Background: an optimization exercise with open tools, aiming at small area and a short achievable clock period. Do not read the settings as production practice.
At most, simulation tests tie the RTL to the original design; equivalence was not proved.
Power is estimated from default activity; no workload was simulated.

==> inputs of wip/onyx <==
==> flow/design.v <==
module trace_buffer #(
  parameter int XLEN    = 32,
  parameter int DEPTH   = 16,
  parameter int STAMP_W = 16,
  parameter int WRAP    = 0
) (
  input  logic                       clock,
  input  logic                       reset,
  input  logic                       arm,
  input  logic                       stop,
  input  logic                       trig_en,
  input  logic [XLEN-1:0]            trig_pc,
  input  logic                       in_valid,
  input  logic [31:0]                in_instr,
  input  logic [XLEN-1:0]            in_pc,
  input  logic [XLEN-1:0]            in_alu,
  output logic                       rd_valid,
  input  logic                       rd_ready,
  output logic [31:0]                rd_instr,
  output logic [XLEN-1:0]            rd_pc,
  output logic [XLEN-1:0]            rd_alu,
  output logic [STAMP_W-1:0]         rd_stamp,
  output logic [$clog2(DEPTH+1)-1:0] count,
  output logic [1:0]                 state,
  output logic                       overflow
);
  localparam int W = 32 + 2*XLEN + STAMP_W;    
  localparam int R = 15;                        
  logic [1:0]         st;
  logic [4:0]         cnt;
  logic               nempty;                   
  logic               ovf;
  logic [R-1:0]       wr_oh, rd_oh;
  logic [STAMP_W-1:0] stamp;
  logic               started;
  logic [W-1:0]       head;
  logic [W-1:0]       ring [R];
  wire s_armed = (st == 2'd1);
  wire s_capt  = (st == 2'd2);
  wire full    = cnt[4];
  wire le1     = (cnt[4:1] == 4'd0);              
  wire hit     = s_armed && trig_en && in_valid && (in_pc == trig_pc);
  wire hitp    = hit && !stop;                       
  wire push_c  = s_capt && in_valid && !stop;        
  wire pop     = nempty && rd_ready;
  wire wr_c    = push_c && (!full || pop);
  wire wr_ring = wr_c && !(cnt == 5'd0) && !((cnt == 5'd1) && pop);
  logic [4:0] cnt_n;
  always_comb begin
    cnt_n = cnt;
    if (s_armed)            cnt_n = {4'd0, hitp};
    else if (wr_c && !pop)  cnt_n = cnt + 5'd1;
    else if (pop && !wr_c)  cnt_n = cnt - 5'd1;
  end
  always_ff @(posedge clock or posedge reset) begin
    if (reset) begin
      st     <= 2'd0;
      cnt    <= '0;
      nempty <= 1'b0;
      ovf    <= 1'b0;
    end else if (arm) begin
      st     <= 2'd1;
      cnt    <= '0;
      nempty <= 1'b0;
      ovf    <= 1'b0;
    end else begin
      case (st)
        2'd1: begin
          if (stop)                  st <= 2'd3;
          else if (!trig_en || hit)  st <= 2'd2;
        end
        2'd2: if (stop) st <= 2'd3;
        default: ;
      endcase
      cnt    <= cnt_n;
      nempty <= (cnt_n != 5'd0);
      if (push_c && full && !pop) ovf <= 1'b1;
    end
  end
  always_ff @(posedge clock) begin
    if (arm) begin
      wr_oh   <= R'(1);
      rd_oh   <= R'(1);
      stamp   <= '0;
      started <= 1'b0;
    end else begin
      if (s_armed) begin
        stamp   <= {{(STAMP_W-1){1'b0}}, hitp};
        started <= hitp;
      end else begin
        if (wr_ring) wr_oh <= {wr_oh[R-2:0], wr_oh[R-1]};
        if (s_capt && (push_c || started)) stamp <= stamp + STAMP_W'(1);
        if (push_c) started <= 1'b1;
      end
      if (pop && !le1) rd_oh <= {rd_oh[R-2:0], rd_oh[R-1]};
    end
  end
  wire [W-1:0] wdata = {in_instr, in_pc, in_alu, stamp};
  wire wr_ok = !full || rd_ready;
  always_ff @(posedge clock) begin
    for (int i = 0; i < R; i++)
      if (wr_ok && wr_oh[i]) ring[i] <= wdata;
  end
  logic [W-1:0] rdata;
  always_comb begin
    rdata = '0;
    for (int i = 0; i < R; i++)
      rdata = rdata | (ring[i] & {W{rd_oh[i]}});
  end
  always_ff @(posedge clock) begin
    if (!nempty || rd_ready) head <= le1 ? wdata : rdata;
  end
  assign {rd_instr, rd_pc, rd_alu, rd_stamp} = head;
  assign rd_valid = nempty;
  assign count    = cnt;
  assign state    = st;
  assign overflow = ovf;
endmodule
==> flow/run.sh <==
#!/bin/bash
# synth_recipe.tcl (not shown) runs the flow's synth.tcl, then flattens the netlist and writes it again
# the make line also repeats each setting of config.mk as NAME=value (left out here)
make -C /OpenROAD-flow-scripts/flow DESIGN_CONFIG=/design/flow/config.mk WORK_HOME=/design/flow/orfs CLKGATE_MAP_FILE= SYNTH_SCRIPT=/design/flow/synth_recipe.tcl finish
==> flow/config.mk <==
export PLATFORM = sky130hd
export DESIGN_NAME = trace_buffer
export DESIGN_NICKNAME = trace_buffer
export VERILOG_FILES = /design/flow/design.v
export SDC_FILE = /design/flow/constraint.sdc
export NUM_CORES = 4
export LEC_CHECK = 0
export CAP_MARGIN = 20
export CORE_MARGIN = 2
export CORE_UTILIZATION = 40
export SETUP_SLACK_MARGIN = 2.6
export SLEW_MARGIN = 20
==> flow/constraint.sdc <==
create_clock -name core_clock -period 5.0 [get_ports {clock}]
set_input_delay 1.0000 -clock core_clock [delete_from_list [all_inputs] [get_ports {clock}]]
set_output_delay 1.0000 -clock core_clock [all_outputs]
set_load 0.01 [all_outputs]
==> inputs of wip/raven, as changes to wip/onyx <==
==> flow/design.v, changed modules only <==
module trace_buffer #(
  parameter int XLEN    = 32,
  parameter int DEPTH   = 16,
  parameter int STAMP_W = 16,
  parameter int WRAP    = 0
) (
  input  logic                       clock,
  input  logic                       reset,
  input  logic                       arm,
  input  logic                       stop,
  input  logic                       trig_en,
  input  logic [XLEN-1:0]            trig_pc,
  input  logic                       in_valid,
  input  logic [31:0]                in_instr,
  input  logic [XLEN-1:0]            in_pc,
  input  logic [XLEN-1:0]            in_alu,
  output logic                       rd_valid,
  input  logic                       rd_ready,
  output logic [31:0]                rd_instr,
  output logic [XLEN-1:0]            rd_pc,
  output logic [XLEN-1:0]            rd_alu,
  output logic [STAMP_W-1:0]         rd_stamp,
  output logic [$clog2(DEPTH+1)-1:0] count,
  output logic [1:0]                 state,
  output logic                       overflow
);
  localparam int W = 32 + 2*XLEN + STAMP_W;    
  logic [1:0]         st;
  logic [4:0]         cnt;
  logic               ovf;
  logic [3:0]         wr_ptr;
  logic [15:0]        rd_oh;
  logic [STAMP_W-1:0] stamp;
  logic               started;
  logic [W-1:0]       mem [16];
  wire s_idle  = (st == 2'd0);
  wire s_armed = (st == 2'd1);
  wire s_capt  = (st == 2'd2);
  wire full    = cnt[4];
  wire nempty  = |cnt;
  wire hit     = s_armed && trig_en && in_valid && (in_pc == trig_pc);
  wire hitp    = hit && !stop;                       
  wire push_c  = s_capt && in_valid && !stop;        
  wire pop     = nempty && rd_ready;
  wire wr_c    = push_c && (!full || pop);
  always_ff @(posedge clock or posedge reset) begin
    if (reset) begin
      st  <= 2'd0;
      cnt <= '0;
      ovf <= 1'b0;
    end else if (arm) begin
      st  <= 2'd1;
      cnt <= '0;
      ovf <= 1'b0;
    end else begin
      case (st)
        2'd1: begin
          if (stop)                  st <= 2'd3;
          else if (!trig_en || hit)  st <= 2'd2;
        end
        2'd2: if (stop) st <= 2'd3;
        default: ;
      endcase
      if (s_armed)            cnt <= {4'd0, hitp};
      else if (wr_c && !pop)  cnt <= cnt + 5'd1;
      else if (pop && !wr_c)  cnt <= cnt - 5'd1;
      if (push_c && full && !pop) ovf <= 1'b1;
    end
  end
  always_ff @(posedge clock) begin
    if (arm) begin
      wr_ptr  <= '0;
      rd_oh   <= 16'd1;
      stamp   <= '0;
      started <= 1'b0;
    end else begin
      if (s_armed) begin
        wr_ptr  <= {3'd0, hitp};
        stamp   <= {{(STAMP_W-1){1'b0}}, hitp};
        started <= hitp;
      end else begin
        if (wr_c) wr_ptr <= wr_ptr + 4'd1;
        if (s_capt && (push_c || started)) stamp <= stamp + STAMP_W'(1);
        if (push_c) started <= 1'b1;
      end
      if (pop) rd_oh <= {rd_oh[14:0], rd_oh[15]};
    end
  end
  wire wr_ok = !full || rd_ready;
  wire [W-1:0] wdata = {in_instr, in_pc, in_alu, stamp};
  always_ff @(posedge clock) begin
    for (int i = 0; i < 16; i++)
      if (wr_ok && wr_ptr == 4'(i)) mem[i] <= wdata;
  end
  logic [W-1:0] rdata;
  always_comb begin
    rdata = '0;
    for (int i = 0; i < 16; i++)
      rdata = rdata | (mem[i] & {W{rd_oh[i]}});
  end
  assign {rd_instr, rd_pc, rd_alu, rd_stamp} = rdata;
  assign rd_valid = nempty;
  assign count    = cnt;
  assign state    = st;
  assign overflow = ovf;
endmodule
Settings changed: SETUP_SLACK_MARGIN 2.6 to not set.
==> results.txt <==
                                            wip/raven      wip/onyx
Outcome                      timing/DRC/antenna clean  timing/DRC/antenna clean
Worst Setup EP                           rd_stamp[14]         st[0]
Power dissipated in the clock network       13,400 uW     13,800 uW
Critical path origin                         rd_oh[1]      in_pc[9]
Reg-to-reg endpoint                            cnt[4]         st[0]
Final #Nets                                     3,798         4,011
Dpl cell area                            0.07188 mm^2  0.07229 mm^2
Crit Path Class                               reg2out        in2reg
Worst IR drop on VDD                        0.3745 mV     0.3670 mV
Leakage power summed over all cells        0.02423 uW    0.02505 uW
R2R Path Start                                 cnt[4]         st[1]
Hold/Removal Path Class                      in2async        in2reg
Final design instance area without fill  0.07772 mm^2  0.07920 mm^2
No functional check of the RTL was part of any run of this note.

========
==> 08-25 <==
trace_buffer, a different RTL version from the one above (not shown whole).
==> module trace_buffer, before the edit <==
module trace_buffer #(
  parameter int XLEN    = 32,
  parameter int DEPTH   = 16,
  parameter int STAMP_W = 16,
  parameter int WRAP    = 0
) (
  input  logic                       clock,
  input  logic                       reset,
  input  logic                       arm,
  input  logic                       stop,
  input  logic                       trig_en,
  input  logic [XLEN-1:0]            trig_pc,
  input  logic                       in_valid,
  input  logic [31:0]                in_instr,
  input  logic [XLEN-1:0]            in_pc,
  input  logic [XLEN-1:0]            in_alu,
  output logic                       rd_valid,
  input  logic                       rd_ready,
  output logic [31:0]                rd_instr,
  output logic [XLEN-1:0]            rd_pc,
  output logic [XLEN-1:0]            rd_alu,
  output logic [STAMP_W-1:0]         rd_stamp,
  output logic [$clog2(DEPTH+1)-1:0] count,
  output logic [1:0]                 state,
  output logic                       overflow
);
  localparam int PW = $clog2(DEPTH);
  localparam int CW = $clog2(DEPTH+1);
  localparam logic [CW-1:0] FULL_CNT = CW'(DEPTH);
  typedef enum logic [1:0] {IDLE = 2'd0, ARMED = 2'd1, CAPTURE = 2'd2, DONE = 2'd3} state_t;
  state_t             st;
  logic [PW-1:0]      wr_ptr, rd_ptr;
  logic [STAMP_W-1:0] stamp;
  logic               started;
  logic [31:0]        mem_instr [DEPTH];
  logic [XLEN-1:0]    mem_pc    [DEPTH];
  logic [XLEN-1:0]    mem_alu   [DEPTH];
  logic [STAMP_W-1:0] mem_stamp [DEPTH];
  logic full, trig_hit, push, pop, wr_en;
  always_comb begin
    full     = (count == FULL_CNT);
    trig_hit = (st == ARMED) && trig_en && in_valid && (in_pc == trig_pc);
    push     = !arm && !stop && (((st == CAPTURE) && in_valid) || trig_hit);
    pop      = rd_valid && rd_ready && !arm;
    wr_en    = push && (!full || pop || (WRAP != 0));
  end
  always_ff @(posedge clock or posedge reset) begin
    if (reset) begin
      st       <= IDLE;
      count    <= '0;
      wr_ptr   <= '0;
      rd_ptr   <= '0;
      stamp    <= '0;
      started  <= 1'b0;
      overflow <= 1'b0;
    end else if (arm) begin
      st       <= ARMED;
      count    <= '0;
      wr_ptr   <= '0;
      rd_ptr   <= '0;
      stamp    <= '0;
      started  <= 1'b0;
      overflow <= 1'b0;
    end else begin
      case (st)
        ARMED: begin
          if (stop)                     st <= DONE;
          else if (!trig_en || trig_hit) st <= CAPTURE;
        end
        CAPTURE: if (stop) st <= DONE;
        default: ;
      endcase
      if (wr_en) wr_ptr <= wr_ptr + PW'(1);
      if (pop || (wr_en && full)) rd_ptr <= rd_ptr + PW'(1);
      if (push && full && !pop) overflow <= 1'b1;
      if (wr_en && !pop && !full)  count <= count + CW'(1);
      else if (pop && !wr_en)      count <= count - CW'(1);
      if (push) started <= 1'b1;
      if (push || ((st == CAPTURE) && started)) stamp <= stamp + STAMP_W'(1);
    end
  end
  always_ff @(posedge clock) begin
    if (wr_en) begin
      mem_instr[wr_ptr] <= in_instr;
      mem_pc[wr_ptr]    <= in_pc;
      mem_alu[wr_ptr]   <= in_alu;
      mem_stamp[wr_ptr] <= stamp;
    end
  end
  assign rd_valid = (count != '0);
  assign rd_instr = mem_instr[rd_ptr];
  assign rd_pc    = mem_pc[rd_ptr];
  assign rd_alu   = mem_alu[rd_ptr];
  assign rd_stamp = mem_stamp[rd_ptr];
  assign state    = st;
endmodule
==> flow/config.mk <==
export PLATFORM = sky130hd
export DESIGN_NAME = trace_buffer
export DESIGN_NICKNAME = trace_buffer
export VERILOG_FILES = /design/flow/design.v
export SDC_FILE = /design/flow/constraint.sdc
export NUM_CORES = 4
export LEC_CHECK = 0
export CAP_MARGIN = 20
export CORE_MARGIN = 2
export CORE_UTILIZATION = 40
export SLEW_MARGIN = 20
==> flow/constraint.sdc <==
create_clock -name core_clock -period 5.0 [get_ports {clock}]
set_input_delay 1.0000 -clock core_clock [delete_from_list [all_inputs] [get_ports {clock}]]
set_output_delay 1.0000 -clock core_clock [all_outputs]
set_load 0.01 [all_outputs]
run.sh (not shown) runs the stock make flow with config.mk's settings and CLKGATE_MAP_FILE= SYNTH_SCRIPT=/design/flow/synth_recipe.tcl, a recipe that flattens the netlist after the stock synthesis.
==> 07-27: changes against 08-25 <==
==> flow/design.v (replaced) <==
module trace_buffer #(
  parameter int XLEN    = 32,
  parameter int DEPTH   = 16,
  parameter int STAMP_W = 16,
  parameter int WRAP    = 0
) (
  input  logic                       clock,
  input  logic                       reset,
  input  logic                       arm,
  input  logic                       stop,
  input  logic                       trig_en,
  input  logic [XLEN-1:0]            trig_pc,
  input  logic                       in_valid,
  input  logic [31:0]                in_instr,
  input  logic [XLEN-1:0]            in_pc,
  input  logic [XLEN-1:0]            in_alu,
  output logic                       rd_valid,
  input  logic                       rd_ready,
  output logic [31:0]                rd_instr,
  output logic [XLEN-1:0]            rd_pc,
  output logic [XLEN-1:0]            rd_alu,
  output logic [STAMP_W-1:0]         rd_stamp,
  output logic [$clog2(DEPTH+1)-1:0] count,
  output logic [1:0]                 state,
  output logic                       overflow
);
  localparam int W = 32 + 2*XLEN + STAMP_W;    
  localparam int R = 15;                        
  logic [1:0]         st;
  logic [4:0]         cnt;
  logic               nempty;                   
  logic               ovf;
  logic [R-1:0]       wr_oh, rd_oh;
  logic [R-1:0]       wr_ohn;                   
  logic [STAMP_W-1:0] stamp;
  logic               started;
  logic [W-1:0]       head;
  logic [W-1:0]       ring [R];
  wire s_armed = (st == 2'd1);
  wire s_capt  = (st == 2'd2);
  wire full    = cnt[4];
  wire le1     = (cnt[4:1] == 4'd0);              
  wire hit     = s_armed && trig_en && in_valid && (in_pc == trig_pc);
  wire hitp    = hit && !stop;                       
  wire push_c  = s_capt && in_valid && !stop;        
  wire pop     = nempty && rd_ready;
  wire wr_c    = push_c && (!full || pop);
  wire wr_ring = wr_c && !(cnt == 5'd0) && !((cnt == 5'd1) && pop);
  logic [4:0] cnt_n;
  always_comb begin
    cnt_n = cnt;
    if (s_armed)            cnt_n = {4'd0, hitp};
    else if (wr_c && !pop)  cnt_n = cnt + 5'd1;
    else if (pop && !wr_c)  cnt_n = cnt - 5'd1;
  end
  always_ff @(posedge clock or posedge reset) begin
    if (reset) begin
      st     <= 2'd0;
      cnt    <= '0;
      nempty <= 1'b0;
      ovf    <= 1'b0;
    end else if (arm) begin
      st     <= 2'd1;
      cnt    <= '0;
      nempty <= 1'b0;
      ovf    <= 1'b0;
    end else begin
      case (st)
        2'd1: begin
          if (stop)                  st <= 2'd3;
          else if (!trig_en || hit)  st <= 2'd2;
        end
        2'd2: if (stop) st <= 2'd3;
        default: ;
      endcase
      cnt    <= cnt_n;
      nempty <= !le1 || hitp || push_c || (nempty && !rd_ready);
      if (push_c && full && !pop) ovf <= 1'b1;
    end
  end
  always_ff @(posedge clock) begin
    if (arm) begin
      wr_oh   <= R'(1);
      wr_ohn  <= {{(R-1){1'b1}}, 1'b0};
      rd_oh   <= R'(1);
      stamp   <= '0;
      started <= 1'b0;
    end else begin
      if (s_armed) begin
        stamp   <= {{(STAMP_W-1){1'b0}}, hitp};
        started <= hitp;
      end else begin
        if (wr_ring) begin
          wr_oh  <= {wr_oh[R-2:0], wr_oh[R-1]};
          wr_ohn <= {wr_ohn[R-2:0], wr_ohn[R-1]};
        end
        if (s_capt && (push_c || started)) stamp <= stamp + STAMP_W'(1);
        if (push_c) started <= 1'b1;
      end
      if (pop && !le1) rd_oh <= {rd_oh[R-2:0], rd_oh[R-1]};
    end
  end
  wire [W-1:0] wdata = {in_instr, in_pc, in_alu, stamp};
  wire wr_ok = !full || rd_ready;
  logic [R-1:0] r_ld, r_hd;
  always_comb begin
    for (int i = 0; i < R; i++) begin
      r_ld[i] = wr_ok && wr_oh[i];
      r_hd[i] = wr_ohn[i] || (full && !rd_ready);
    end
  end
  for (genvar g = 0; g < R; g++) begin : g_ring
    always_ff @(posedge clock)
      ring[g] <= (wdata & {W{r_ld[g]}}) | (ring[g] & {W{r_hd[g]}});
  end
  wire ld   = !nempty || rd_ready;
  wire h_in = ld && le1;
  wire h_rg = ld && !le1;
  logic [W-1:0] hdata;
  always_comb begin
    hdata = (head & {W{!ld}}) | (wdata & {W{h_in}});
    for (int i = 0; i < R; i++)
      hdata = hdata | (ring[i] & {W{rd_oh[i] && h_rg}});
  end
  always_ff @(posedge clock) head <= hdata;
  assign {rd_instr, rd_pc, rd_alu, rd_stamp} = head;
  assign rd_valid = nempty;
  assign count    = cnt;
  assign state    = st;
  assign overflow = ovf;
endmodule
==> flow/flow/run.sh (new file) <==
#!/bin/bash
# Standard ORFS layout (the standard.sh, unchanged synthesis), with the
# port buffers made from plain buf_2 cells instead of the default delay-cell
# choice, so timing repair can size them like any other buffer.
set -euo pipefail
bash standard.sh "BUFFER_PORTS_ARGS=-buffer_cell sky130_fd_sc_hd__buf_2" finish > standard.log 2>&1
==> flow/standard.sh (new file) <==
#!/bin/bash
# synth_recipe.tcl (not shown) runs the flow's synth.tcl, then flattens the netlist and writes it again
# the make line also repeats each setting of config.mk as NAME=value (left out here)
make -C /OpenROAD-flow-scripts/flow DESIGN_CONFIG=/design/flow/config.mk WORK_HOME=/design/flow/orfs CLKGATE_MAP_FILE= SYNTH_SCRIPT=/design/flow/synth_recipe.tcl "${@:-finish}"
- CAP_MARGIN: 20 -> 10
- CORE_UTILIZATION: 40 -> 65
- CTS_BUF_LIST: not set -> sky130_fd_sc_hd__clkbuf_16
- CTS_CLUSTER_DIAMETER: not set -> 100
- CTS_CLUSTER_SIZE: not set -> 30
- SETUP_SLACK_MARGIN: not set -> 2.7
- SLEW_MARGIN: 20 -> 10
removed: flow/run.sh
==> notes <==
08-25 completed without violations. 07-27 ran to the end with no violations.
Of 08-25 and 07-27, 08-25 has the higher clock power (gap 81%, measured against 07-27).
Of 08-25 and 07-27, 07-27 has the higher core utilization (gap 22 points).
Of 08-25 and 07-27, 07-27 has the higher via count (gap 35%, measured against 07-27).
Clock skew: 07-27 is higher than 08-25 (0.0045 ns).
Against 08-25, the sequential share of layout area of 07-27 is lower by 12 points.
In 08-25 the final area is higher than in 07-27, by about 20%.
In first-iteration DRC count, 07-27 is at 3.2 times the value of 08-25.
Between 07-27 and 08-25, the lower cell count is in 08-25 (gap about 7%, measured against 08-25).
Die area: 08-25 is higher than 07-27 (about 70%).
In combinational power, 08-25 is at 6.7 times the value of 07-27.
In 07-27 the area after synthesis is smaller than in 08-25, by 5.6%.
==> figures <==
	07-27	08-25
Power Internal	18200 µW	27400 µW
WHS	0.273 ns	0.496 ns
Ratio of final minimum period to clock period	50.2%	96.7%
Outcome	complete, no violations	complete, no violations
Vias in the first global route	52722	37612
Total buffers and inverters traversed by the critical path	2	3
Slowest CP cell	or4_4	dfrtp_4
Post-Route Skew	0.0365 ns	0.0320 ns
Delay contributed by the slowest stage of the critical path	0.66 ns	0.70 ns
Sequential share of cell area	52.5%	64.1%
Global-route met2 utilization	65.7%	31.4%
Synthesized instance count	6032	3607
Final Core Density	70.1%	48.5%
Clock transition at the registers of the reported paths	0.12 ns	0.06 ns
Critical register-to-register path endpoint	head[40]	mem_alu[13][23]
Count of plain and timing-repair buffers in the layout	411	556
Area used by multi-input combinational logic	0.0266 mm²	0.0154 mm²
Layout clock buffers	77	231
First drt pass iteration count	8	5
Cell area after synthesis	0.0667 mm²	0.0707 mm²
Number of register bits inferred by synthesis	1863	1825
Number of antenna diodes	5	3
Power consumed by sequential cells	15200 µW	16900 µW

==> what the ideal ports hide <==
No port has a modelled driver above. Below, the same layouts with a new extraction and two added sets of constraints. Step 1 (the two cells are an assumption about what drives the block):
set clk [get_ports {clock}]
set_driving_cell -lib_cell sky130_fd_sc_hd__clkbuf_16 $clk
set_driving_cell -lib_cell sky130_fd_sc_hd__buf_2 [delete_from_list [all_inputs] $clk]
Step 2, shift: input delay + t, output delay - t, t = (earliest + latest rising clock arrival at the registers) / 2. This alone moves slack from input paths to output paths. Three values: no drivers, after step 1, after step 2; two values: the first two.
| run | t (ns) | slack for setup (ns) | clock arrival spread, ns |
|---|---|---|---|
| wip/onyx | 0.892 | 2.254 / 2.289 / 1.397 | 0.079 / 0.078 |
| wip/raven | 0.885 | 0.595 / 0.520 / 0.122 | 0.040 / 0.041 |
| 08-25 | 0.900 | 0.164 / 0.085 / -0.199 | 0.034 / 0.034 |
| 07-27 | 0.768 | 2.491 / 2.491 / 1.925 | 0.048 / 0.048 |
With both steps, setup timing fails in 08-25, where it was met with ideal ports. For wip/onyx, which loses most, drivers alone change the setup slack by +0.035 ns; drivers and shift together by -0.857 ns.
